From an optimization exercise on the open Yosys and OpenROAD flow, aimed at small area; shortcuts taken in it are not production practice.
Function was checked by simulation only, so behaviour that the tests miss may differ from the original.
Power figures rest on the tool's default switching activity, not on a simulated workload.

## the previous run
Design execUnit, start of the top module:
module execUnit (
	input  logic        clk,
	input  logic        rstN,
	input  logic        issue,
	input  logic [1:0]  aluOp,
	input  logic [4:0]  funcCode,
	input  logic [2:0]  rs,
	input  logic [2:0]  rt,
	input  logic [2:0]  rd,
	input  logic [31:0] imm,
	output logic [31:0] result,
	output logic        resultValid,
	output logic        zero
);
	logic [31:0] regs [8];
	logic        zflag;
	wire isR   = (aluOp == 2'b01);
	wire sub   = (funcCode == 5'd1) && (aluOp == 2'b01 || aluOp == 2'b10);
	wire fAnd  = (funcCode == 5'd2);
	wire fXor  = (funcCode == 5'd3);
	wire fSl   = (funcCode[4:1] == 4'd2);
	wire fSr   = (funcCode[4:1] == 4'd3);
	wire fSra  = (funcCode[4:1] == 4'd4);
	wire varSh = (funcCode == 5'd5 || funcCode == 5'd7 || funcCode == 5'd9);
	wire kAnd = rstN && isR && fAnd;
	wire kXor = rstN && isR && fXor;
	wire kSl  = rstN && isR && fSl;
	wire kSr  = rstN && isR && (fSr || fSra);
	wire kSum = rstN && !(isR && (fAnd || fXor || fSl || fSr || fSra));
	wire kPx  = kSum || kXor;
	wire cEn  = !(isR && fXor);
	wire [7:0] sA = 8'd1 << rs;
	wire [7:0] sB = isR ? (8'd1 << rt) : 8'd0;
	wire       sI = !isR;
	logic [31:0] A, B;
	for (genvar i = 0; i < 32; i++) begin : gRead
		assign A[i] = !(!((regs[0][i] & sA[0]) | (regs[1][i] & sA[1]) | (regs[2][i] & sA[2])) &
			         !((regs[3][i] & sA[3]) | (regs[4][i] & sA[4]) | (regs[5][i] & sA[5])) &
			         !((regs[6][i] & sA[6]) | (regs[7][i] & sA[7])));
		assign B[i] = !(!((regs[0][i] & sB[0]) | (regs[1][i] & sB[1]) | (regs[2][i] & sB[2])) &
			         !((regs[3][i] & sB[3]) | (regs[4][i] & sB[4]) | (regs[5][i] & sB[5])) &
			         !((regs[6][i] & sB[6]) | (regs[7][i] & sB[7]) | (imm[i] & sI)));
	end
	wire [4:0] sh = varSh ? B[4:0] : imm[4:0];
	wire [31:0] Bx = B ^ {32{sub}};
	wire [31:0] p  = A ^ Bx;
	wire [31:0] g  = A & Bx & {32{cEn}};
	wire [32:0] c;
	bkCarry bkCarry_i (.p(p), .g(g), .cin(sub), .c(c));
	wire [31:0] sum = p ^ c[31:0];
	logic [31:0] X, R;
	for (genvar i = 0; i < 32; i++) begin : gRev
		assign X[i] = fSl ? A[31-i] : A[i];
	end
	wire fill = fSra & A[31];
	wire [63:0] srx = {{32{fill}}, X} >> sh;
  ...
Settings: LEC_CHECK=0, CAP_MARGIN=20, CORE_MARGIN=2, CORE_UTILIZATION=40, SLEW_MARGIN=20; clock period 8.0 ns.
standard.sh (not shown) runs the stock make flow with config.mk's settings and CLKGATE_MAP_FILE= SYNTH_SCRIPT=/design/flow/synth_recipe.tcl, a recipe that flattens the netlist after the stock synthesis.
==> flow/flow/run.sh <==
#!/bin/bash
# Layout flow: the standard flow, with synthesis re-run so that ABC maps
# the combinational logic with an area-oriented script (flow/area.abc), and
# with the make variables listed one per line in flow/make_args.
# Registers come from the same Yosys steps, so names and cell types match the
# standard synthesis; this is checked below.
set -euo pipefail
D=$PWD
ARGS=()
[[ -f $D/flow/make_args ]] && mapfile -t ARGS < <(grep -v '^\s*$' $D/flow/make_args)

cp $D/flow/area.abc $D/area.abc
cat > $D/area_synth.tcl <<EOT
proc synth {args} { yosys synth -nofsm -noshare {*}\$args }
proc abc {args} {
  set i [lsearch -exact \$args -script]
  if {\$i >= 0} { lset args [expr {\$i+1}] $D/area.abc }
  yosys abc {*}\$args
}
source \$::env(SCRIPTS_DIR)/synth.tcl
# left out here: clear keep_hierarchy, flatten, clean up
yosys rename -hide {w:*\$func\$*}
write_verilog -noattr -nohex -nodec \$::env(RESULTS_DIR)/1_2_yosys.v
EOT

# Reference: the standard synthesis, in a folder of its own
bash standard.sh WORK_HOME=$D/std synth > $D/std_synth.log 2>&1

# Synthesis with the area-oriented mapping
bash standard.sh SYNTH_SCRIPT=$D/area_synth.tcl "${ARGS[@]}" synth > $D/synth.log 2>&1

regs() { grep -oE 'sky130_fd_sc_hd__(e?dfxtp|dfrtp|dfstp|sdf[a-z]*|edf[a-z]*)_[0-9]+ +[^ ]+' "$1" | sed -E 's/_[0-9]+ +/ /' | sort; }
regs $D/std/results/sky130hd/execUnit/base/1_2_yosys.v > $D/regs_std.txt
regs $D/orfs/results/sky130hd/execUnit/base/1_2_yosys.v > $D/regs_area.txt
if ! cmp -s $D/regs_std.txt $D/regs_area.txt; then
  echo "register mismatch against the standard synthesis" >&2
  diff $D/regs_std.txt $D/regs_area.txt | head >&2
  exit 1
fi

# Rest of the layout
bash standard.sh SYNTH_SCRIPT=$D/area_synth.tcl "${ARGS[@]}" > $D/layout.log 2>&1
==> flow/flow/area.abc <==
strash
 &get -n
 &dch
 &nf -p -R 1000
 &put
==> flow/flow/make_args <==
ADDER_MAP_FILE=
SYNTH_OPERATIONS_ARGS=-booth
BUFFER_PORTS_ARGS=-buffer_cell sky130_fd_sc_hd__buf_1
CTS_ARGS=-sink_clustering_enable -repair_clock_nets -dont_use_dummy_load -buf_list sky130_fd_sc_hd__clkbuf_4 -sink_clustering_size 10 -sink_clustering_max_diameter 60
Changes in the current run relative to the previous run:
==> flow/flow/area.abc <==
strash
 &get -n
 &dch
 &nf -R 1000
 &put
==> flow/flow/make_args <==
ADDER_MAP_FILE=
SYNTH_OPERATIONS_ARGS=-booth
BUFFER_PORTS_ARGS=-buffer_cell sky130_fd_sc_hd__buf_1
CTS_ARGS=-sink_clustering_enable -repair_clock_nets -dont_use_dummy_load -buf_list sky130_fd_sc_hd__clkbuf_8 -sink_clustering_size 16 -sink_clustering_max_diameter 80
Notes after the runs:
- The previous run -> the current run: wire length on met2 decreased slightly
- The share of layout cells above drive strength 1 in the current run was lower than what the previous run gave.
- Compared with the previous run, the current run shows clock buffer count in the final layout lower by 14.
- Met2 usage: lower on the current run
- Changes observed in the current run relative to the previous run: sequential cell count shows no meaningful change; part of the total power dissipated in the clock network rose by 0.6 points; total detailed-routing wirelength higher; minimum clock period now smaller; fraction of the cycle the final worst path needs now sits lower.
- Between the current run and the previous run, it is the current run whose cell area is higher, by about 0.46%.
- Diff the previous run -> the current run | data arrival at the endpoint of the critical path | decrease of 0.31 ns

what the ideal ports hide:
No port has a modelled driver above. Below, the same layouts with a new extraction and two added sets of constraints. Step 1 sets driving cells, clkbuf_16 on the clock port and buf_2 on the other inputs (assumed; they add their load-dependent delay and slew). Step 2 times the ports against the registers' clock, not the clock port: input delays grow and output delays shrink by t, the midpoint of the rising clock arrivals with the driver on. Three values: no drivers, after step 1, after step 2; two values: the first two.
run	shift t [ns]	setup slack, ns	worst setup path after step 2	latest minus earliest clock arrival (ns)	pins driven straight from the clock port
the previous run	0.682	1.201 / 1.132 / 0.449	input to register	0.106 / 0.107	1
the current run	0.625	1.457 / 1.486 / 0.861	input to register	0.056 / 0.056	1
After both steps setup and hold are still met in every run listed. The setup slack of the previous run, which loses most, moves by -0.069 ns with the drivers and by -0.752 ns with both steps.
